From an optimization exercise on the open Yosys and OpenROAD flow, aimed at small area, a short achievable clock period and few clock cycles per item; shortcuts taken in it are not production practice. In this exercise RTL edits were held to simulation tests only and were not proved equivalent to the original. The clock port is modelled as an ideal driver; clocking choices that lean on that would not hold on a real chip. No activity file was given, so power comes from the tool's default toggle rates.

==> design/flow/design.v <==
package tgadec_pkg;
  localparam int unsigned PaletteEntriesDef = 256;
  localparam logic [31:0] OpaqueBlack = 32'hFF00_0000;
  typedef enum logic [1:0] {
    KIND_PIXEL   = 2'd0,
    KIND_PALETTE = 2'd1,
    KIND_ERROR   = 2'd2,
    KIND_INFO    = 2'd3
  } kind_e;
  typedef enum logic [2:0] {
    ERR_IMG_TYPE    = 3'd0,
    ERR_MAP_ORIGIN  = 3'd1,
    ERR_MAP_DEPTH   = 3'd2,
    ERR_PIXEL_DEPTH = 3'd3,
    ERR_MAP_LENGTH  = 3'd4
  } err_e;
  typedef struct packed {
    logic [1:0]  kind;
    logic [15:0] column;
    logic [15:0] row;
    logic [31:0] value;
    logic [15:0] width;
    logic [15:0] height;
    logic [5:0]  bpp;
    logic [2:0]  err;
    logic        last;
  } result_t;
endpackage
module tgadec_ram (
  input  logic        clk_i,
  input  logic        we_i,
  input  logic [7:0]  waddr_i,
  input  logic [31:0] wdata_i,
  input  logic        cap_i,
  input  logic [7:0]  raddr_i,
  output logic [31:0] rdata_o
);
  logic [255:0][31:0] mem_q;
  logic [15:0]        wsel_hi, wsel_lo;
  logic [7:0][31:0]   part_d, part_q;
  always_comb begin
    wsel_hi = '0;
    wsel_lo = '0;
    wsel_hi[waddr_i[7:4]] = we_i;
    wsel_lo[waddr_i[3:0]] = 1'b1;
  end
  for (genvar i = 0; i < 256; i++) begin : g_word
    always_ff @(posedge clk_i) begin
      if (wsel_hi[i / 16] && wsel_lo[i % 16]) begin
        mem_q[i] <= wdata_i;
      end
    end
  end
  logic [2:0] rhi_q;
  always_comb begin
    for (int k = 0; k < 8; k++) begin
      part_d[k] = mem_q[32*k + int'(raddr_i[4:0])];
    end
  end
  always_ff @(posedge clk_i) begin
    if (cap_i) begin
      part_q <= part_d;
      rhi_q  <= raddr_i[7:5];
    end
  end
  assign rdata_o = part_q[rhi_q];
endmodule
module tgadec_out (
  input  logic                clk_i,
  input  logic                rst_ni,
  input  logic                res_i,
  input  tgadec_pkg::result_t r_i,
  input  logic                out_ready_i,
  output logic                out_valid_o,
  output logic                skid_valid_o,
  output tgadec_pkg::result_t out_res_o
);
  logic                o_valid_q, s_valid_q;
  tgadec_pkg::result_t o_q, s_q;
  logic                o_free;
  assign o_free = !o_valid_q || out_ready_i;
  always_ff @(posedge clk_i or negedge rst_ni) begin
    if (!rst_ni) begin
      o_valid_q <= 1'b0;
      s_valid_q <= 1'b0;
    end else begin
      if (o_free) begin
        o_valid_q <= s_valid_q || res_i;
        s_valid_q <= 1'b0;
      end else if (res_i) begin
        s_valid_q <= 1'b1;
      end
    end
  end
  always_ff @(posedge clk_i) begin
    if (o_free) begin
      o_q <= s_valid_q ? s_q : r_i;
    end
    if (!o_free && res_i) begin
      s_q <= r_i;
    end
  end
  assign out_valid_o  = o_valid_q;
  assign skid_valid_o = s_valid_q;
  assign out_res_o    = o_q;
endmodule
module tgadec_parser (
  input  logic                clk_i,
  input  logic                rst_ni,
  input  logic                proc_i,
  input  logic                func_i,
  input  logic [7:0]          data_byte_i,
  input  logic                first_byte_i,
  input  logic [31:0]         rdata_i,
  input  logic                cap_i,
  input  logic [7:0]          lk_idx_i,
  output logic                res_o,
  output tgadec_pkg::result_t r_o,
  output logic                ram_we_o,
  output logic [7:0]          ram_waddr_o,
  output logic [31:0]         ram_wdata_o
);
  typedef enum logic [5:0] {
    PH_IDLE    = 6'b000001,
    PH_HEADER  = 6'b000010,
    PH_IDSKIP  = 6'b000100,
    PH_PALETTE = 6'b001000,
    PH_PIXELS  = 6'b010000,
    PH_DONE    = 6'b100000
  } phase_e;
  phase_e      phase_q;
  logic [4:0]  hcnt_q;
  logic [7:0]  idlen_q;
  logic        map_nz_q;      
  logic        img_bad_q;     
  logic        org_nz_q;      
  logic [8:0]  len_q;         
  logic        len_big_q;     
  logic        len_small_q;   
  logic        mdep_bad_q;    
  logic        mdep32_q;
  logic        pdep_bad_q;    
  logic        pdep32_q;
  logic [15:0] wid_q;         
  logic [15:0] hgt_q;         
  logic        tdown_q;
  logic        nopix_q;       
  logic        alpha_q;
  logic        haspal_q;
  logic [8:0]  eidx_q;        
  logic [1:0]  bie_q;
  logic [23:0] part_q;
  logic [15:0] col_q;
  logic [15:0] row_q;         
  logic        is_byte;
  logic        first;
  logic [7:0]  b;
  logic        complete;
  logic [31:0] colour;
  logic        col_last, row_last;
  logic [8:0]  eidx_inc;
  logic [4:0]  hc;
  assign is_byte  = proc_i && !func_i;
  assign first    = first_byte_i;
  assign b        = data_byte_i;
  assign complete = alpha_q ? (bie_q == 2'd3) : (bie_q == 2'd2);
  assign colour   = {alpha_q ? b : 8'hFF, part_q[23:8], alpha_q ? part_q[7:0] : b};
  assign col_last = (col_q == wid_q);
  assign row_last = (row_q == hgt_q);
  assign eidx_inc = eidx_q + 9'd1;
  assign hc       = first ? 5'd0 : hcnt_q;
  logic        hit_q;
  logic        fwd_q;
  logic [7:0]  fwd_b_q;
  logic [31:0] fwd_colour;
  logic [31:0] lk_data;
  logic        lk_lt, lk_eq;
  assign lk_lt = ({1'b0, lk_idx_i} < eidx_q);
  assign lk_eq = ({1'b0, lk_idx_i} == eidx_q);
  always_ff @(posedge clk_i) begin
    if (cap_i) begin
      hit_q   <= !(is_byte && first) && (lk_lt || (ram_we_o && lk_eq));
      fwd_q   <= ram_we_o && lk_eq;
      fwd_b_q <= b;
    end
  end
  assign fwd_colour = {alpha_q ? fwd_b_q : 8'hFF, part_q[23:8], alpha_q ? part_q[7:0] : fwd_b_q};
  assign lk_data    = fwd_q ? fwd_colour : rdata_i;
  assign ram_we_o    = is_byte && !first && (phase_q == PH_PALETTE) && complete;
  assign ram_waddr_o = eidx_q[7:0];
  assign ram_wdata_o = colour;
  logic       h_err;
  logic [2:0] h_code;
  logic [5:0] h_bpp;
  always_comb begin
    h_err  = 1'b1;
    h_code = tgadec_pkg::ERR_IMG_TYPE;
    h_bpp  = 6'd32;
    if (img_bad_q) begin
      h_code = tgadec_pkg::ERR_IMG_TYPE;
    end else if (map_nz_q) begin
      h_bpp = len_small_q ? 6'd4 : 6'd8;
      if (org_nz_q) begin
        h_code = tgadec_pkg::ERR_MAP_ORIGIN;
      end else if (mdep_bad_q) begin
        h_code = tgadec_pkg::ERR_MAP_DEPTH;
      end else if (len_big_q) begin
        h_code = tgadec_pkg::ERR_MAP_LENGTH;
      end else begin
        h_err = 1'b0;
      end
    end else if (pdep_bad_q) begin
      h_code = tgadec_pkg::ERR_PIXEL_DEPTH;
    end else begin
      h_err = 1'b0;
    end
  end
  logic in_hdr, in_idskip, in_pal, in_pix, hdr_last;
  assign in_hdr    = first || (phase_q == PH_HEADER);
  assign in_idskip = !first && (phase_q == PH_IDSKIP);
  assign in_pal    = !first && (phase_q == PH_PALETTE);
  assign in_pix    = !first && (phase_q == PH_PIXELS);
  assign hdr_last  = in_hdr && (hc == 5'd17);
  logic pix_put;
  assign pix_put = in_pix && (haspal_q || complete);
  phase_e after_pal, after_id;
  assign after_pal = nopix_q ? PH_DONE : PH_PIXELS;
  assign after_id  = (haspal_q && (len_q != '0)) ? PH_PALETTE : after_pal;
  always_comb begin
    res_o = 1'b0;
    r_o   = '0;
    if (proc_i && func_i) begin
      res_o      = 1'b1;
      r_o.kind   = tgadec_pkg::KIND_PALETTE;
      r_o.value  = hit_q ? lk_data : tgadec_pkg::OpaqueBlack;
    end else if (is_byte && hdr_last) begin
      res_o = 1'b1;
      if (h_err) begin
        r_o.kind = tgadec_pkg::KIND_ERROR;
        r_o.err  = h_code;
      end else begin
        r_o.kind   = tgadec_pkg::KIND_INFO;
        r_o.width  = wid_q;
        r_o.height = hgt_q;
        r_o.bpp    = h_bpp;
      end
    end else if (is_byte && pix_put) begin
      res_o        = 1'b1;
      r_o.kind     = tgadec_pkg::KIND_PIXEL;
      r_o.column   = col_q;
      r_o.row      = row_q;
      r_o.value    = haspal_q ? {24'd0, b} : colour;
      r_o.last     = col_last && row_last;
    end
  end
  logic [15:0] hgt_m1, wid_m1;
  assign hgt_m1 = hgt_q - 16'd1;
  assign wid_m1 = wid_q - 16'd1;
  always_ff @(posedge clk_i or negedge rst_ni) begin
    if (!rst_ni) begin
      phase_q <= PH_IDLE;
      eidx_q  <= '0;
    end else if (is_byte) begin
      if (first) begin
        phase_q <= PH_HEADER;
        eidx_q  <= '0;
      end
      if (hdr_last) begin
        if (h_err) begin
          phase_q <= PH_DONE;
        end else if (idlen_q != 8'd0) begin
          phase_q <= PH_IDSKIP;
        end else if (map_nz_q && (len_q != '0)) begin
          phase_q <= PH_PALETTE;
        end else if ((wid_q == 16'd0) || (hgt_q == 16'd0)) begin
          phase_q <= PH_DONE;
        end else begin
          phase_q <= PH_PIXELS;
        end
      end
      if (in_idskip && (idlen_q == 8'd1)) begin
        phase_q <= after_id;
      end
      if (in_pal && complete) begin
        eidx_q <= eidx_inc;
        if (eidx_inc == len_q) begin
          phase_q <= after_pal;
        end
      end
      if (pix_put && col_last && row_last) begin
        phase_q <= PH_DONE;
      end
    end
  end
  always_ff @(posedge clk_i) begin
    if (is_byte) begin
      if (first) begin
        bie_q <= '0;
        col_q <= '0;
      end
      if (in_hdr) begin
        hcnt_q <= hc + 5'd1;
        case (hc)
          5'd0: idlen_q <= b;
          5'd1: map_nz_q <= (b != 8'd0);
          5'd2: img_bad_q <= (b != 8'd1) && (b != 8'd2);
          5'd3: org_nz_q <= (b != 8'd0);
          5'd4: org_nz_q <= org_nz_q || (b != 8'd0);
          5'd5: len_q <= {1'b0, b};
          5'd6: begin
            len_q[8]    <= b[0];
            len_big_q   <= (b > 8'd1) || ((b == 8'd1) && (len_q[7:0] != 8'd0));
            len_small_q <= (b == 8'd0) && (len_q[7:0] <= 8'd16);
          end
          5'd7: begin
            mdep_bad_q <= (b != 8'd24) && (b != 8'd32);
            mdep32_q   <= (b == 8'd32);
          end
          5'd12: wid_q[7:0] <= b;
          5'd13: wid_q[15:8] <= b;
          5'd14: hgt_q[7:0] <= b;
          5'd15: hgt_q[15:8] <= b;
          5'd16: begin
            pdep_bad_q <= (b != 8'd24) && (b != 8'd32);
            pdep32_q   <= (b == 8'd32);
          end
          5'd17: begin
            tdown_q  <= b[5];
            nopix_q  <= (wid_q == 16'd0) || (hgt_q == 16'd0);
            haspal_q <= map_nz_q;
            alpha_q  <= map_nz_q ? mdep32_q : pdep32_q;
            wid_q    <= wid_m1;
            hgt_q    <= b[5] ? hgt_m1 : 16'd0;
            row_q    <= b[5] ? 16'd0 : hgt_m1;
          end
          default: ;
        endcase
      end
      if (in_idskip) begin
        idlen_q <= idlen_q - 8'd1;
      end
      if (in_pal || (in_pix && !haspal_q)) begin
        if (complete) begin
          bie_q <= '0;
        end else begin
          bie_q <= bie_q + 2'd1;
          case (bie_q)
            2'd0:    part_q[23:16] <= b;
            2'd1:    part_q[15:8]  <= b;
            default: part_q[7:0]   <= b;
          endcase
        end
      end
      if (pix_put) begin
        if (col_last) begin
          col_q <= '0;
          if (!row_last) begin
            row_q <= tdown_q ? row_q + 16'd1 : row_q - 16'd1;
          end
        end else begin
          col_q <= col_q + 16'd1;
        end
      end
    end
  end
endmodule
module tga_byte_stream_decoder_unit #(
  parameter int unsigned PALETTE_ENTRIES = tgadec_pkg::PaletteEntriesDef
) (
  input  logic        clk_i,
  input  logic        rst_ni,
  input  logic        in_valid_i,
  output logic        in_ready_o,
  input  logic        func_i,
  input  logic [7:0]  data_byte_i,
  input  logic        first_byte_i,
  input  logic [7:0]  palette_index_i,
  output logic        out_valid_o,
  input  logic        out_ready_i,
  output logic [1:0]  kind_o,
  output logic [15:0] column_o,
  output logic [15:0] row_o,
  output logic [31:0] pixel_value_o,
  output logic [15:0] image_width_o,
  output logic [15:0] image_height_o,
  output logic [5:0]  bits_per_pixel_o,
  output logic [2:0]  error_code_o,
  output logic        last_pixel_o
);
  logic       in_ready_q;
  logic       v_q;
  logic       func_q;
  logic [7:0] data_q;
  logic       first_q;
  logic                accept;
  logic                proc;
  logic                res;
  tgadec_pkg::result_t r;
  tgadec_pkg::result_t out_res;
  logic                skid_valid;
  logic                ram_we;
  logic [7:0]          ram_waddr;
  logic [31:0]         ram_wdata;
  logic [31:0]         ram_rdata;
  logic                v_d;
  logic                skid_est_d;
  logic                cap;
  assign accept     = in_valid_i && in_ready_q;
  assign in_ready_o = in_ready_q;
  assign proc       = v_q && !skid_valid;
  assign cap        = !(v_q && skid_valid);
  assign v_d        = accept || (v_q && !proc);
  assign skid_est_d = out_valid_o && !out_ready_i && (skid_valid || proc);
  always_ff @(posedge clk_i or negedge rst_ni) begin
    if (!rst_ni) begin
      in_ready_q <= 1'b0;
      v_q        <= 1'b0;
    end else begin
      in_ready_q <= !v_d || !skid_est_d;
      v_q        <= v_d;
    end
  end
  always_ff @(posedge clk_i) begin
    if (cap) begin
      func_q  <= func_i;
      data_q  <= data_byte_i;
      first_q <= first_byte_i;
    end
  end
  tgadec_parser u_parser (
    .clk_i          (clk_i),
    .rst_ni         (rst_ni),
    .proc_i         (proc),
    .func_i         (func_q),
    .data_byte_i    (data_q),
    .first_byte_i   (first_q),
    .rdata_i        (ram_rdata),
    .cap_i          (cap),
    .lk_idx_i       (palette_index_i),
    .res_o          (res),
    .r_o            (r),
    .ram_we_o       (ram_we),
    .ram_waddr_o    (ram_waddr),
    .ram_wdata_o    (ram_wdata)
  );
  tgadec_ram u_palette_ram (
    .clk_i  (clk_i),
    .we_i   (ram_we),
    .waddr_i(ram_waddr),
    .wdata_i(ram_wdata),
    .cap_i  (cap),
    .raddr_i(palette_index_i),
    .rdata_o(ram_rdata)
  );
  tgadec_out u_out (
    .clk_i       (clk_i),
    .rst_ni      (rst_ni),
    .res_i       (res),
    .r_i         (r),
    .out_ready_i (out_ready_i),
    .out_valid_o (out_valid_o),
    .skid_valid_o(skid_valid),
    .out_res_o   (out_res)
  );
  assign kind_o           = out_res.kind;
  assign column_o         = out_res.column;
  assign row_o            = out_res.row;
  assign pixel_value_o    = out_res.value;
  assign image_width_o    = out_res.width;
  assign image_height_o   = out_res.height;
  assign bits_per_pixel_o = out_res.bpp;
  assign error_code_o     = out_res.err;
  assign last_pixel_o     = out_res.last;
endmodule
==> design/flow/run.sh <==
#!/bin/bash
# synth_recipe.tcl (not shown) runs the flow's synth.tcl, then flattens the netlist and writes it again
# the make line also repeats each setting of config.mk as NAME=value (left out here)
make -C /OpenROAD-flow-scripts/flow DESIGN_CONFIG=/design/flow/config.mk WORK_HOME=/design/flow/orfs CLKGATE_MAP_FILE= SYNTH_SCRIPT=/design/flow/synth_recipe.tcl finish
==> design/flow/config.mk <==
export PLATFORM = sky130hd
export DESIGN_NAME = tga_byte_stream_decoder_unit
export DESIGN_NICKNAME = tga_byte_stream_decoder_unit
export VERILOG_FILES = /design/flow/design.v
export SDC_FILE = /design/flow/constraint.sdc
export NUM_CORES = 4
export LEC_CHECK = 0
export CAP_MARGIN = 20
export CORE_MARGIN = 2
export CORE_UTILIZATION = 55
export CTS_CLUSTER_DIAMETER = 80
export CTS_CLUSTER_SIZE = 26
export PLACE_DENSITY = 0.7
export SETUP_SLACK_MARGIN = 4.7
export SLEW_MARGIN = 20
export SYNTH_MEMORY_MAX_BITS = 16384
==> design/flow/constraint.sdc <==
create_clock -name core_clock -period 8.0 [get_ports {clk_i}]
set_input_delay 1.6000 -clock core_clock [delete_from_list [all_inputs] [get_ports {clk_i}]]
set_output_delay 1.6000 -clock core_clock [all_outputs]
set_load 0.01 [all_outputs]
==> results of run 1 <==
-- worst reg2reg max path, delay by kind of cell (launching register included) --
family,cells,cell delay [ns]
flops,1,0.47
compound gates,3,0.72
buf+inv,1,0.32
mux,3,1.59
-- cell type report --
cell class	count	area, um2
sequential	8825	265000
fill	40100	237000
multi-input combinational	4239	73100
tap	8092	10100
timing repair buffer	1072	13300
inverter	37	145
clock inverter	166	2160
clock buffer	442	10500
antenna	80	200
-- cells by family after synthesis --
| group | share of synthesized area, % |
|---|---|
| multiplexers | 18.6 |
| AO/OA/AOI/OAI | 0.578 |
| adder cells (fa/ha/maj) | 0.165 |
| XOR/XNOR | 0.280 |
| flip-flops | 78.4 |
| other | 0.00111 |
| AND/OR/NAND/NOR | 1.03 |
| buffers and inverters | 0.972 |
-- cells in the final DEF (no fill, tap or decap), types with 21 or more instances in the layout --
cell type	netlist	routed
edfxtp_1	8806	8806
mux4_2	2624	2624
buf_4	54	474
clkbuf_16	0	432
mux2_2	314	306
nor2_4	0	293
buf_12	0	214
nand2_1	148	117
buf_6	7	108
buf_2	147	106
nor2_1	362	101
a21o_1	82	82
diode_2	0	80
o21ai_0	84	74
xor2_1	67	67
and2_1	61	60
a21oi_1	59	59
buf_16	0	58
buf_8	0	55
xnor2_1	41	41
ha_1	43	39
nor3_1	37	36
inv_6	0	36
inv_1	37	34
mux2i_1	27	27
clkbuf_1	417	27
bufinv_16	0	24
nand3_1	25	23
nor4_1	25	23
clkinv_2	0	23
nand2_8	0	21
bufbuf_16	0	21
-- flip-flops by register name, summed over array words and instances (netlist names), 16 cells and up --
name                  cells
u_parser.wid_q           16
u_palette_ram.mem_q    8192
u_out.s_q               105
u_palette_ram.part_q    256
u_out.o_q               105
u_parser.row_q           16
u_parser.hgt_q           16
u_parser.part_q          24
u_parser.col_q           16
-- power by group --
| group | internal [mW] | switching (mW) | total (mW) |
|---|---|---|---|
| registers | 50.7 | 0.581 | 51.3 |
| clock network | 10.5 | 14.3 | 24.8 |
| logic | 1.89 | 2.44 | 4.32 |
-- per-layer routing --
metal / vias to the layer above / global-route usage, %
met1: 85000 / 39.7
li1: 60600 / -
met4: 8 / 10.3
met3: 1236 / 5.64
met2: 10000 / 42.3
met5: - / 0
-- repair_timing --
item,in CTS,in global routing
pin swaps,240,22
gates resized for setup,814,160
cloned,69,20
setup buffers,371,28
endpoints found under the setup margin,9112,6222
-- how the worst max path moves through the flow --
stage	startpoint	endpoint	slack (ns)	cells after the start
after CTS	u_out.o_q[99]	column_o[9]	4.63	1
final	palette_index_i[0]	u_palette_ram.part_q[172]	4.60	5
after floorplan	u_parser.alpha_q	u_palette_ram.mem_q[1019]	3.03	3
after detailed placement	u_parser.alpha_q	u_palette_ram.mem_q[7222]	2.46	10
after global routing	palette_index_i[0]	u_palette_ram.part_q[172]	4.62	5
after global placement	u_parser.alpha_q	u_palette_ram.mem_q[7265]	2.42	10
-- per-stage QoR --
step	std cells	setup WS, ns
3_3_place_gp	21700	2.42
6_report	23000	4.60
4_1_cts	22800	4.63
5_1_grt	22900	4.62
3_5_place_dp	21800	2.46
2_1_floorplan	13800	3.03
==> results.sh, run 1 <==
export IMPL_wl_per_cell_um=37.8
export IMPL_worst_ep_arrival_time_ns=4.22
export IMPL_drive_above_1_share_pct=33.6
export IMPL_min_path_cells=1
export IMPL_cts_made_buffers=410
export IMPL_max_cap_violations=0
export IMPL_synth_area_leaders="edfxtp_1 78%, mux4_2 17%, mux2_2 1.0%"
export IMPL_detailedRoute_firstPassIterationCount=6
export IMPL_setup_worst_path_end_class="flip-flop"
export IMPL_timing_critical_path_cells="buf_16 -> buf_12 -> mux4_2 -> mux4_2 -> mux2_2"
export IMPL_number_of_antenna_violations_at_the_first_check_in_global_routing=78
export IMPL_layout_area_overhead_vs_synth_pct=10.8
export IMPL_synth_enable_flop_cells=8806
export IMPL_grt_setup_unrepaired="true"
export IMPL_netlist_cell_type_count=71
export IMPL_die_area_um2=621000
export IMPL_via_count=157000
export IMPL_place_area_um2=354000
export IMPL_regToRegEndpoint="u_out.o_q[68]"
export IMPL_std_cell_rows=287
export IMPL_timing_worst_slew_pin_value_ns=1.28
export IMPL_ys_dominant_reg_cell="edfxtp_1"
export IMPL_ys_seq_elements=8825
export IMPL_cts_max_path_buffers=4
export IMPL_worstSetupStartpointType="input port"
export IMPL_floorplan_initialDensity_pct=55.3
export IMPL_power_density_nw_per_um2=215
export IMPL_yosys_warnings=4
export IMPL_reg2reg_setup_slack_ns=4.64
export IMPL_fin_crit_sh_pct=42.5
export IMPL_hp_start="u_parser.phase_q[0]"
export IMPL_ioPinCount=132
export IMPL_drc_errors=0
export IMPL_synth_async_sr_flop_share_pct=0.215
export IMPL_syn_avg_cell_area_um2=24.6
export IMPL_grt_start_max_net_pins=191
export IMPL_number_of_hold_violations_in_the_final_report=0
export IMPL_worstReg2RegStart="u_palette_ram.rhi_q[0]"
export IMPL_run_status="no timing/DRC/antenna violations"
export IMPL_whs_endpoint="u_parser.phase_q[0]"
export IMPL_total_leakage_power_nw=115
export IMPL_clock_tree_htree_level_count=5
export IMPL_design_power_total_mw=80.4
export IMPL_finClkSkew_ns=0.0967
export IMPL_ant_nets_after_route=0
export IMPL_yosys_top_cells_count="8806 x edfxtp_1, 2624 x mux4_2, 417 x clkbuf_1, 362 x nor2_1, 314 x mux2_2"
export IMPL_vdd_drop_max_mv=0.205
export IMPL_period_minus_slack_ns=3.40
export IMPL_cts_root_buffer="clkbuf_16"
export IMPL_highest_signal_layer="met5"
export IMPL_gp_congestion=0.832
export IMPL_timing_fmax_mhz=294
export IMPL_cp_top_family="multiplexers"
export IMPL_amount_of_wire_on_met3_after_detailed_routing_um=102000
export IMPL_post_synth_top_area_fraction_pct=78.2
export IMPL_timing_hold_worst_class="flip-flop to flip-flop"
export IMPL_crit_path_largest_cell_delay_ns=0.62
export IMPL_postRouteWirelength_um=868000
export IMPL_post_route_cell_area_um2=375000
export IMPL_clock_insertion_delay_worst_skew_ns=1.10
export IMPL_place_hpwl_um=483000
export IMPL_clkSlewWorstSetupHoldPaths_ns=0.09
export IMPL_vias_per_cell=6.83
export IMPL_port_buffer_count=128
export IMPL_fin_util_pct=61.2
export IMPL_worstRegToRegCells=7
export IMPL_global_route_usage_total_pct=27.5
export IMPL_cp_required_ns=8.81
export IMPL_die_width_um=788
export IMPL_synth_most_common_cell="edfxtp_1"
export IMPL_crit_buf_inv=2
export IMPL_grt_overflow=0
export IMPL_netlist_area_um2=338000
export IMPL_tritoncts_clock_tree="built"
export IMPL_max_slew_margin_rel_pct=15.0
export IMPL_ctsHoldBuffers=0
export IMPL_syn_instance_count=13800
export IMPL_slew_viol_final=0
export IMPL_clock_sinks=8825
export IMPL_synth_seq_area_share_pct=78.4
export IMPL_die_height_um=788
export IMPL_worst_path_most_repeated_cell="mux4_2"
export IMPL_core_area_um2=612000
export IMPL_met2RoutedLength_um=408000
export IMPL_min_hold_slack_ns=0.491
export IMPL_timing_setup_tns_ns=0
export IMPL_synth_top_cell_by_area="edfxtp_1"
export IMPL_grt_pass1_vias=151000
export IMPL_first_iter_violations=26100
export IMPL_wire_length_of_the_first_global_routing_pass_um=1200000
export IMPL_crit_slowest_cell="mux4_2"
export IMPL_setup_viol=0
export IMPL_fin_nets=14700
export IMPL_crit_path_max_fanout=67
export IMPL_criticalPathCategory="input port to flip-flop"
export IMPL_wl_met1_um=320000
Testbench counts, summed over its fixed seeds: cycles 48,680, items 48,656.
==> inputs of run 2 (changes only) <==
==> design/flow/flow/run.sh (new file) <==
#!/bin/bash
set -o pipefail
export CTS_ARGS="-sink_clustering_enable -repair_clock_nets -sink_clustering_size 26 -sink_clustering_max_diameter 80 -dont_use_dummy_load"
cp standard.sh standard_sh_copy.txt
bash standard.sh 2>&1 | tee standard.log
==> design/flow/standard.sh (new file) <==
#!/bin/bash
# synth_recipe.tcl (not shown) runs the flow's synth.tcl, then flattens the netlist and writes it again
# the make line also repeats each setting of config.mk as NAME=value (left out here)
make -C /OpenROAD-flow-scripts/flow DESIGN_CONFIG=/design/flow/config.mk WORK_HOME=/design/flow/orfs CLKGATE_MAP_FILE= SYNTH_SCRIPT=/design/flow/synth_recipe.tcl "${@:-finish}"
removed: design/flow/run.sh
==> results.sh, run 2 <==
export IMPL_n_fill_cell=40300
export IMPL_power_density_nw_per_um2=210
export IMPL_total_leakage_power_nw=114
export IMPL_vdd_drop_max_mv=0.190
export IMPL_layout_setup_ws_ns=4.66
export IMPL_detailedRoute_firstPassIterationCount=6
export IMPL_fin_util_pct=60.9
export IMPL_netlist_area_um2=338000
export IMPL_number_of_antenna_violations_at_the_first_check_in_global_routing=84
export IMPL_worstRegToRegCells=7
export IMPL_ioPinCount=132
export IMPL_clock_sinks=8825
export IMPL_preCtsSetupSlack_ns=2.46
export IMPL_core_area_um2=612000
export IMPL_die_area_um2=621000
export IMPL_yosys_warnings=4
export IMPL_global_route_usage_total_pct=27.5
export IMPL_dpl_cell_count=21800
export IMPL_wl_per_cell_um=38.2
export IMPL_synth_async_sr_flop_share_pct=0.215
export IMPL_yosys_top_cells_count="8806 x edfxtp_1, 2624 x mux4_2, 417 x clkbuf_1, 362 x nor2_1, 314 x mux2_2"
export IMPL_crit_path_max_fanout=50
export IMPL_min_hold_slack_ns=0.490
export IMPL_cts_root_buffer="clkbuf_16"
export IMPL_tritoncts_clock_tree="built"
export IMPL_cts_max_path_buffers=4
export IMPL_synth_area_leaders="edfxtp_1 78%, mux4_2 17%, mux2_2 1.0%"
export IMPL_vias_per_cell=6.89
export IMPL_place_area_um2=354000
export IMPL_clkSlewWorstSetupHoldPaths_ns=0.09
export IMPL_die_width_um=788
export IMPL_port_buffer_count=128
export IMPL_std_cell_rows=287
export IMPL_ys_dominant_reg_cell="edfxtp_1"
export IMPL_grt_setup_unrepaired="true"
export IMPL_ys_seq_elements=8825
export IMPL_postRouteWirelength_um=871000
export IMPL_post_route_cell_area_um2=373000
export IMPL_synth_enable_flop_cells=8806
export IMPL_worstReg2RegStart="u_palette_ram.rhi_q[2]"
export IMPL_reg_top3="u_palette_ram.mem_q: 8192 flops, u_palette_ram.part_q: 256 flops"
export IMPL_netlist_cell_type_count=71
export IMPL_worst_ep_arrival_time_ns=4.12
export IMPL_cts_made_buffers=410
export IMPL_slew_viol_final=0
export IMPL_synth_most_common_cell="edfxtp_1"
export IMPL_timing_setup_tns_ns=0
export IMPL_drc_errors=0
export IMPL_final_cell_mix="8806 x edfxtp_1, 2624 x mux4_2, 472 x buf_4"
export IMPL_layout_commonest_cell="edfxtp_1"
export IMPL_run_status="no timing/DRC/antenna violations"
export IMPL_synth_seq_area_share_pct=78.4
export IMPL_timing_hold_worst_class="flip-flop to flip-flop"
export IMPL_clock_insertion_delay_worst_skew_ns=1.05
export IMPL_design_power_total_mw=78.1
export IMPL_syn_avg_cell_area_um2=24.6
export IMPL_gp_congestion=0.832
export IMPL_ff_latch_area_um2=265000
export IMPL_wire_length_of_the_first_global_routing_pass_um=1200000
export IMPL_hp_start="u_parser.phase_q[0]"
export IMPL_fin_crit_sh_pct=41.7
export IMPL_post_synth_top_area_fraction_pct=78.2
export IMPL_number_of_hold_violations_in_the_final_report=0
export IMPL_period_minus_slack_ns=3.34
export IMPL_timing_worst_slew_pin_value_ns=1.30
export IMPL_ant_nets_after_route=0
export IMPL_grt_pass1_vias=150000
export IMPL_setup_viol=0
export IMPL_place_hpwl_um=483000
export IMPL_grt_start_max_net_pins=191
export IMPL_clock_tree_htree_level_count=5
export IMPL_max_slew_margin_rel_pct=13.3
export IMPL_via_count=157000
export IMPL_syn_instance_count=13800
export IMPL_first_iter_violations=26200
export IMPL_fin_nets=14700
export IMPL_floorplan_initialDensity_pct=55.3
export IMPL_setup_worst_path_start="palette_index_i[1]"
export IMPL_min_path_cells=1
export IMPL_area_used_by_multi_input_combinational_logic_um2=73300
export IMPL_synth_top_cell_by_area="edfxtp_1"
export IMPL_cp_required_ns=8.79
export IMPL_largest_register_ffs=8192
export IMPL_post_layout_nonfiller_instances=22800
export IMPL_drive_above_1_share_pct=33.0
export IMPL_setup_worst_path_end_class="flip-flop"
export IMPL_layout_area_overhead_vs_synth_pct=10.2
export IMPL_grt_overflow=0
export IMPL_regMostFlops="u_palette_ram.mem_q"
export IMPL_max_cap_violations=0
export IMPL_worstSetupStartpointType="input port"
export IMPL_timing_fmax_mhz=300
export IMPL_criticalPathCategory="input port to flip-flop"
export IMPL_die_height_um=788
export IMPL_finClkSkew_ns=0.138
## run 2: cell counts after synthesis
No cell type changed its count.
## run 2: metal layers
| layer | routed length, um | vias to the layer above | global-route usage [%] |
|---|---|---|---|
| li1 | - | 60400 | - |
| met1 | 320000 | 85100 | 39.5 |
| met2 | 412000 | 10100 | 42.8 |
| met3 | 102000 | 1247 | 5.74 |
| met4 | 36900 | 18 | 9.44 |
| met5 | 126 | - | 0 |
## run 2: repair_timing
| item | in CTS | in global routing |
|---|---|---|
| hold endpoints to repair | 0 | 0 |
| pin swaps | 237 | 28 |
| endpoints found under the setup margin | 9096 | 5222 |
| resized for setup | 798 | 194 |
| buffers inserted | 369 | 44 |
| cloned | 73 | 23 |
| hold buffers | 0 | 0 |
## run 2: cell type report
type                    count  area share (%)
diodes                     71          0.0477
clock buffers             410            2.75
inverters                  37          0.0383
multi-input cells        4241            19.7
flip-flops and latches   8825            71.1
well taps                8092            2.72
repair buffers           1089            3.69
repair inverters            1         0.00201
## run 2: report_power, final
group / leakage [nW] / internal (mW) / total [mW] / switching (mW)
Sequential: 79.8 / 50.7 / 51.3 / 0.583
Combinational: 29.0 / 1.91 / 4.36 / 2.45
Clock: 5.05 / 9.14 / 22.5 / 13.3
## run 2: worst max-delay path: stages
cell and delay [ns]:
buf_16 0.30, buf_4 0.71, mux4_2 0.43, mux4_2 0.62, mux2_2 0.31
## run 2: worst paths after layout
kind / to / slack (ns)
max: u_palette_ram.part_q[135] / 4.66
min: u_parser.phase_q[0] / 0.49
max reg2reg: u_out.o_q[68] / 4.69
min reg2reg: u_parser.phase_q[0] / 0.49
max in group asynchronous: u_parser.eidx_q[0] / 7.06
min in group asynchronous: u_out.o_valid_q / 0.52
## run 2: logic make-up after synthesis
family | Yosys count | share of synthesized area [%]
other | 1 | 0.00111
AND/OR/NAND/NOR | 761 | 1.03
buffers and inverters | 758 | 0.972
multiplexers | 2965 | 18.6
AO/OA/AOI/OAI | 307 | 0.578
XOR/XNOR | 108 | 0.280
adder cells (fa/ha/maj) | 44 | 0.165
flip-flops | 8825 | 78.4
==> inputs of run 3 (changes only) <==
--- a/design/flow/config.mk
+++ b/design/flow/config.mk
@@ -11,6 +11,6 @@
 export CTS_CLUSTER_DIAMETER = 80
 export CTS_CLUSTER_SIZE = 26
 export PLACE_DENSITY = 0.7
-export SETUP_SLACK_MARGIN = 4.7
+export SETUP_SLACK_MARGIN = 4.8
 export SLEW_MARGIN = 20
 export SYNTH_MEMORY_MAX_BITS = 16384
==> results.sh, run 3 <==
export IMPL_amount_of_wire_on_met3_after_detailed_routing_um=121000
export IMPL_total_leakage_power_nw=118
export IMPL_crit_path_max_fanout=9
export IMPL_floorplan_initialDensity_pct=55.3
export IMPL_core_area_um2=612000
export IMPL_area_used_by_multi_input_combinational_logic_um2=73500
export IMPL_power_share_switching_pct=21.1
export IMPL_worst_ep_arrival_time_ns=4.22
export IMPL_power_report_internal_total_mw=61.8
export IMPL_reg2reg_setup_slack_ns=4.53
export IMPL_number_of_antenna_violations_at_the_first_check_in_global_routing=92
export IMPL_postRouteWirelength_um=934000
export IMPL_synth_most_common_cell="edfxtp_1"
export IMPL_via_count=162000
export IMPL_cts_max_path_buffers=4
export IMPL_place_hpwl_um=483000
export IMPL_power_density_nw_per_um2=205
export IMPL_ys_dominant_reg_cell="edfxtp_1"
export IMPL_global_route_usage_total_pct=28.3
export IMPL_std_cell_rows=287
export IMPL_syn_avg_cell_area_um2=24.6
export IMPL_port_buffer_count=128
export IMPL_vias_per_cell=6.99
export IMPL_slew_viol_final=0
export IMPL_layout_commonest_cell="edfxtp_1"
export IMPL_grt_start_max_net_pins=191
export IMPL_gp_congestion=0.832
export IMPL_synth_seq_area_share_pct=78.4
export IMPL_highest_signal_layer="met5"
export IMPL_ff_latch_area_um2=265000
export IMPL_power_net_switching_mw=16.5
export IMPL_setup_viol=0
export IMPL_clock_tree_htree_level_count=5
export IMPL_netlist_area_um2=338000
export IMPL_largest_register_ffs=8192
export IMPL_finClkSkew_ns=0.144
export IMPL_grt_setup_unrepaired="true"
export IMPL_reg_top3="u_palette_ram.mem_q: 8192 flops, u_palette_ram.part_q: 256 flops"
export IMPL_met2RoutedLength_um=437000
export IMPL_main_combinational_cell_family_by_area_after_synthesis="multiplexers"
export IMPL_pwr_share_seq_pct=65.5
export IMPL_ctsHoldBuffers=0
export IMPL_drive_above_1_share_pct=35.1
export IMPL_synth_top_cell_by_area="edfxtp_1"
export IMPL_grt_pass1_vias=152000
export IMPL_dpl_cell_count=21800
export IMPL_post_synth_top_area_fraction_pct=78.2
export IMPL_grt_overflow=0
export IMPL_min_hold_slack_ns=0.491
export IMPL_max_slew_margin_rel_pct=13.7
export IMPL_synth_fa_ha_area_share_pct=0.165
export IMPL_criticalPathCategory="flip-flop to flip-flop"
export IMPL_number_of_hold_violations_in_the_final_report=0
export IMPL_worstSetupStartpointType="flip-flop"
export IMPL_post_layout_nonfiller_instances=23200
export IMPL_ioPinCount=132
export IMPL_die_area_um2=621000
export IMPL_clock_sinks=8825
export IMPL_clkSlewWorstSetupHoldPaths_ns=0.10
export IMPL_final_cell_mix="8806 x edfxtp_1, 2624 x mux4_2, 541 x clkbuf_16"
export IMPL_vdd_drop_max_mv=0.191
export IMPL_fin_nets=15100
export IMPL_wl_met1_um=329000
export IMPL_n_fill_cell=38900
export IMPL_run_status="no timing/DRC/antenna violations"
export IMPL_timing_worst_slew_pin_value_ns=1.30
export IMPL_ys_seq_elements=8825
export IMPL_clock_power_share_pct=28.8
export IMPL_regMostFlops="u_palette_ram.mem_q"
export IMPL_wl_per_cell_um=40.2
export IMPL_cts_root_buffer="clkbuf_16"
export IMPL_tritoncts_clock_tree="built"
export IMPL_synth_async_sr_flop_share_pct=0.215
export IMPL_power_share_combinational_pct=5.7
export IMPL_timing_hold_worst_class="flip-flop to flip-flop"
export IMPL_synth_enable_flop_cells=8806
export IMPL_detailedRoute_firstPassIterationCount=8
export IMPL_cp_required_ns=8.76
export IMPL_clock_insertion_delay_worst_skew_ns=1.06
export IMPL_first_iter_violations=28600
export IMPL_timing_fmax_mhz=288
export IMPL_timing_setup_tns_ns=0
export IMPL_synth_mux_area_fraction_pct=18.6
export IMPL_xor_and_xnor_fraction_of_the_mapped_netlist_area_pct=0.280
export IMPL_drc_errors=0
export IMPL_yosys_warnings=4
export IMPL_period_minus_slack_ns=3.47
export IMPL_synth_area_leaders="edfxtp_1 78%, mux4_2 17%, mux2_2 1.0%"
export IMPL_fin_crit_sh_pct=43.3
export IMPL_syn_instance_count=13800
export IMPL_synth_compound_area_share_pct=0.578
export IMPL_setup_worst_path_end_class="flip-flop"
export IMPL_die_width_um=788
export IMPL_netlist_cell_type_count=71
export IMPL_yosys_top_cells_count="8806 x edfxtp_1, 2624 x mux4_2, 417 x clkbuf_1, 362 x nor2_1, 314 x mux2_2"
export IMPL_wire_length_of_the_first_global_routing_pass_um=1230000
export IMPL_max_cap_violations=0
export IMPL_cts_made_buffers=410
export IMPL_die_height_um=788
export IMPL_layout_area_overhead_vs_synth_pct=13.3
export IMPL_synth_simple_area_share_pct=1.03
export IMPL_ant_nets_after_route=0
==> run 3: cell counts after synthesis <==
No cell type changed its count.
==> run 3: cell families after synthesis <==
kind of cell             Yosys count
XOR/XNOR                         108
flip-flops                      8825
buffers and inverters            758
other                              1
adder cells (fa/ha/maj)           44
AO/OA/AOI/OAI                    307
multiplexers                    2965
AND/OR/NAND/NOR                  761
==> run 3: final cells by class <==
cell class                      instances  area share [%]
Sequential cell                      8825            69.2
Multi-Input combinational cell       4248            19.2
Timing Repair Buffer                 1535            6.21
Clock buffer                          410            2.68
Tap cell                             8092            2.64
Antenna cell                           79          0.0516
Inverter                               37          0.0379
Timing Repair inverter                  1         0.00196
==> run 3: worst max-delay path, cell delays in order, from the launching register on <==
cell     delay (ns)
dfrtp_2        0.53
nor2_1         0.33
nand2_1        0.20
o32ai_4        0.80
buf_12         0.35
nand2_8        0.18
buf_6          0.18
nor2_4         0.12
buf_4          0.16
buf_12         0.12
buf_16         0.15
==> run 3: path summary, 6_finish.rpt <==
path	start	endpoint	depth (start not counted)
worst max-delay path	u_parser.eidx_q[4]	u_palette_ram.mem_q[2454]	10
worst min-delay path	u_parser.phase_q[0]	u_parser.phase_q[0]	1
worst max register to register	u_parser.eidx_q[4]	u_palette_ram.mem_q[2454]	10
worst min register to register	u_parser.phase_q[0]	u_parser.phase_q[0]	1
max in group asynchronous	rst_ni	u_parser.eidx_q[4]	1
min in group asynchronous	rst_ni	u_out.o_valid_q	1
==> run 3: power by group through the flow <==
stage / clock network [mW] / registers (mW) / logic, mW
global placement: 0 / 52.4 / 4.20
global route: 24.2 / 51.3 / 4.61
finish: 22.6 / 51.3 / 4.47
floorplan: 0 / 52.0 / 2.63
CTS: 22.7 / 51.3 / 4.38
detailed placement: 0 / 52.4 / 4.24
==> run 3: stage by stage <==
stage,cell area (um2),power [mW],utilization (%),setup WS [ns]
2_1_floorplan,338000,54.6,-,3.03
3_3_place_gp,353000,56.6,57.7,2.42
3_5_place_dp,354000,56.6,57.9,2.46
4_1_cts,375000,78.4,61.3,4.65
5_1_grt,383000,80.1,62.6,4.50
6_report,383000,78.4,62.6,4.53
==> run 3: routing by layer <==
layer  vias up  GRT usage, %
met5         -             0
met4        18          10.7
met3      1589          6.22
met2     11900          43.8
met1     87400          40.4
li1      61400             -
==> run 3: timing repair <==
| action | in CTS | in global routing |
|---|---|---|
| pin swaps | 239 | 131 |
| buffers inserted | 455 | 198 |
| setup endpoints to repair | 9254 | 8334 |
| gates resized for setup | 1095 | 436 |
| cloned | 148 | 161 |
==> inputs of run 4 (changes only) <==
==> design/flow/flow/run.sh (replaced) <==
#!/bin/bash
set -o pipefail
export CTS_ARGS="-sink_clustering_enable -repair_clock_nets -sink_clustering_size 30 -sink_clustering_max_diameter 80 -dont_use_dummy_load"
cp standard.sh standard_sh_copy.txt
bash standard.sh 2>&1 | tee standard.log
--- a/design/flow/config.mk
+++ b/design/flow/config.mk
@@ -9,8 +9,8 @@
 export CORE_MARGIN = 2
 export CORE_UTILIZATION = 55
 export CTS_CLUSTER_DIAMETER = 80
-export CTS_CLUSTER_SIZE = 26
+export CTS_CLUSTER_SIZE = 30
 export PLACE_DENSITY = 0.7
-export SETUP_SLACK_MARGIN = 4.8
+export SETUP_SLACK_MARGIN = 4.7
 export SLEW_MARGIN = 20
 export SYNTH_MEMORY_MAX_BITS = 16384
==> results.sh, run 4 <==
export IMPL_run_status="no timing/DRC/antenna violations"
export IMPL_tritoncts_clock_tree="built"
export IMPL_synth_seq_area_share_pct=78.4
export IMPL_timing_setup_tns_ns=0
export IMPL_die_width_um=788
export IMPL_via_count=157000
export IMPL_vias_per_cell=6.88
export IMPL_detailedRoute_firstPassIterationCount=6
export IMPL_timing_critical_path_cells="bufbuf_16 -> buf_4 -> mux4_2 -> mux4_2 -> mux2_2"
export IMPL_worst_path_most_repeated_cell="mux4_2"
export IMPL_layout_setup_ws_ns=4.67
export IMPL_synth_top_cell_by_area="edfxtp_1"
export IMPL_fin_crit_sh_pct=41.6
export IMPL_grt_overflow=0
export IMPL_grt_start_max_net_pins=191
export IMPL_synth_area_leaders="edfxtp_1 78%, mux4_2 17%, mux2_2 1.0%"
export IMPL_die_area_um2=621000
export IMPL_grt_setup_unrepaired="true"
export IMPL_synth_async_sr_flop_share_pct=0.215
export IMPL_wire_length_of_the_first_global_routing_pass_um=1200000
export IMPL_preCtsSetupSlack_ns=2.46
export IMPL_timing_hold_worst_class="flip-flop to flip-flop"
export IMPL_synth_enable_flop_cells=8806
export IMPL_crit_slowest_cell="mux4_2"
export IMPL_core_area_um2=612000
export IMPL_finClkSkew_ns=0.144
export IMPL_number_of_hold_violations_in_the_final_report=0
export IMPL_die_height_um=788
export IMPL_synth_most_common_cell="edfxtp_1"
export IMPL_crit_path_largest_cell_delay_ns=0.61
export IMPL_port_buffer_count=128
export IMPL_netlist_cell_type_count=71
export IMPL_worstSetupStartpointType="input port"
export IMPL_criticalPathCategory="input port to flip-flop"
export IMPL_place_area_um2=354000
export IMPL_area_used_by_multi_input_combinational_logic_um2=73200
export IMPL_layout_commonest_cell="edfxtp_1"
export IMPL_largest_register_ffs=8192
export IMPL_setup_worst_path_end_class="flip-flop"
export IMPL_cp_required_ns=8.78
export IMPL_total_leakage_power_nw=114
export IMPL_drc_errors=0
export IMPL_yosys_top_cells_count="8806 x edfxtp_1, 2624 x mux4_2, 417 x clkbuf_1, 362 x nor2_1, 314 x mux2_2"
export IMPL_place_hpwl_um=483000
export IMPL_post_synth_top_area_fraction_pct=78.2
export IMPL_netlist_area_um2=338000
export IMPL_clkSlewWorstSetupHoldPaths_ns=0.11
export IMPL_final_cell_mix="8806 x edfxtp_1, 2624 x mux4_2, 448 x buf_4"
export IMPL_wl_per_cell_um=38.3
export IMPL_ff_latch_area_um2=265000
export IMPL_fin_nets=14700
export IMPL_gp_congestion=0.832
export IMPL_ioPinCount=132
export IMPL_clock_sinks=8825
export IMPL_crit_buf_inv=2
export IMPL_number_of_antenna_violations_at_the_first_check_in_global_routing=78
export IMPL_vdd_drop_max_mv=0.200
export IMPL_worst_ep_arrival_time_ns=4.11
export IMPL_syn_avg_cell_area_um2=24.6
export IMPL_layout_area_overhead_vs_synth_pct=10.2
export IMPL_syn_instance_count=13800
export IMPL_n_fill_cell=40300
export IMPL_setup_viol=0
export IMPL_global_route_usage_total_pct=27.5
export IMPL_cts_root_buffer="clkbuf_16"
export IMPL_postRouteWirelength_um=873000
export IMPL_timing_worst_slew_pin_value_ns=1.32
export IMPL_ant_nets_after_route=0
export IMPL_clock_insertion_delay_worst_skew_ns=1.08
export IMPL_ys_dominant_reg_cell="edfxtp_1"
export IMPL_period_minus_slack_ns=3.33
export IMPL_max_cap_violations=0
export IMPL_ys_seq_elements=8825
export IMPL_timing_fmax_mhz=300
export IMPL_post_route_cell_area_um2=373000
export IMPL_power_density_nw_per_um2=208
export IMPL_reg_top3="u_palette_ram.mem_q: 8192 flops, u_palette_ram.part_q: 256 flops"
export IMPL_cts_made_buffers=390
export IMPL_clock_tree_htree_level_count=5
export IMPL_drive_above_1_share_pct=33.0
export IMPL_ctsHoldBuffers=0
export IMPL_crit_path_max_fanout=36
export IMPL_grt_pass1_vias=150000
export IMPL_design_power_total_mw=77.6
export IMPL_cp_top_family="multiplexers"
export IMPL_regMostFlops="u_palette_ram.mem_q"
export IMPL_yosys_warnings=4
export IMPL_max_slew_margin_rel_pct=12.1
export IMPL_slew_viol_final=0
export IMPL_std_cell_rows=287
export IMPL_cts_max_path_buffers=4
export IMPL_first_iter_violations=27100
export IMPL_floorplan_initialDensity_pct=55.3
## run 4: cell counts after synthesis
No cell type changed its count.
## run 4: power breakdown
part / switching (mW) / internal [mW] / leakage, nW
Sequential: 0.581 / 50.7 / 79.8
Combinational: 2.44 / 1.90 / 29.3
Clock: 13.2 / 8.72 / 4.81
Total: 16.3 / 61.4 / 114
## run 4: repair_timing
item,CTS,global route
gates cloned,79,24
endpoints found under the setup margin,9142,6212
pin swaps,232,42
gates resized for setup,787,300
setup buffers,360,60
## run 4: worst paths after layout
kind / startpoint / cells after the start / slack [ns] / end
hold reg to reg: u_parser.phase_q[0] / 1 / 0.49 / u_parser.phase_q[0]
max in group asynchronous: rst_ni / 1 / 7.07 / u_parser.eidx_q[4]
setup reg to reg: u_parser.alpha_q / 14 / 4.70 / u_palette_ram.mem_q[2102]
min in group asynchronous: rst_ni / 1 / 0.50 / u_parser.eidx_q[8]
hold / removal: u_parser.phase_q[0] / 1 / 0.49 / u_parser.phase_q[0]
setup / recovery: palette_index_i[0] / 5 / 4.67 / u_palette_ram.part_q[154]
## run 4: through the flow
step / util (%) / cells / hold WS (ns)
5_1_grt: 60.9 / 22700 / 0.500
2_1_floorplan: - / 13800 / 0.467
3_5_place_dp: 57.9 / 21800 / 0.477
3_3_place_gp: 57.7 / 21700 / 0.480
6_report: 60.9 / 22800 / 0.491
4_1_cts: 60.5 / 22600 / 0.489
## run 4: layout make-up
cell class	instances	share of cell area [%]
inverter	37	0.0383
tap	8092	2.72
clock buffer	390	2.62
sequential	8825	71.1
antenna	91	0.0611
multi-input combinational	4241	19.6
timing repair buffer	1104	3.83
## run 4: logic make-up after synthesis
group / count (synthesis) / share of synthesized area, %
xor+xnor: 108 / 0.280
buf+inv: 758 / 0.972
fa+ha+maj: 44 / 0.165
mux: 2965 / 18.6
simple gates: 761 / 1.03
compound gates: 307 / 0.578
other cells: 1 / 0.00111
flops: 8825 / 78.4
## run 4: worst register-to-register path, stage by stage, from the launching register on
cell	delay (ns)
edfxtp_1	0.45
buf_12	0.21
xor2_1	0.20
nor2_2	0.19
nand3_2	0.17
nor2_4	0.22
o21ai_4	0.13
nor3_4	0.28
buf_12	0.23
buf_12	0.14
buf_12	0.11
nand2_8	0.12
nor2_4	0.21
buf_6	0.17
buf_12	0.14
## run 4: metal layers
metal | global-route usage (%) | up-vias | share of wire [%]
met1 | 39.6 | 85000 | 37
met5 | 0 | - | 0.045
met3 | 5.82 | 1205 | 12
li1 | - | 60400 | -
met4 | 9.81 | 20 | 4.3
met2 | 42.7 | 10100 | 47

what the ideal ports hide:
In the flow no input, the clock included, has a driving cell. The finished layouts below were timed again as built, in two steps.
Step 1 (the two cells are an assumption about what drives the block):
set clk [get_ports {clk_i}]
set_driving_cell -lib_cell sky130_fd_sc_hd__clkbuf_16 $clk
set_driving_cell -lib_cell sky130_fd_sc_hd__buf_2 [delete_from_list [all_inputs] $clk]
Step 2 times the ports against the registers' clock, not the clock port: input delays grow and output delays shrink by t, the midpoint of the rising clock arrivals with the driver on.
Three values: no drivers, after step 1, after step 2; two values: the first two.
run	t, ns	slack for setup (ns)	worst register clock-pin slew, ns	worst slew at a driven data input, ns
run 1	1.171	4.598 / 4.335 / 3.165	0.11 / 0.11	0.45
run 2	1.149	4.664 / 4.478 / 3.330	0.11 / 0.11	0.37
run 3	1.163	4.532 / 4.495 / 3.333	0.11 / 0.11	0.40
run 4	1.160	4.671 / 4.387 / 3.227	0.12 / 0.12	0.47
After both steps setup and hold are still met in every run listed. For run 4, which loses most, drivers alone change the setup slack by -0.284 ns; drivers and shift together by -1.444 ns.
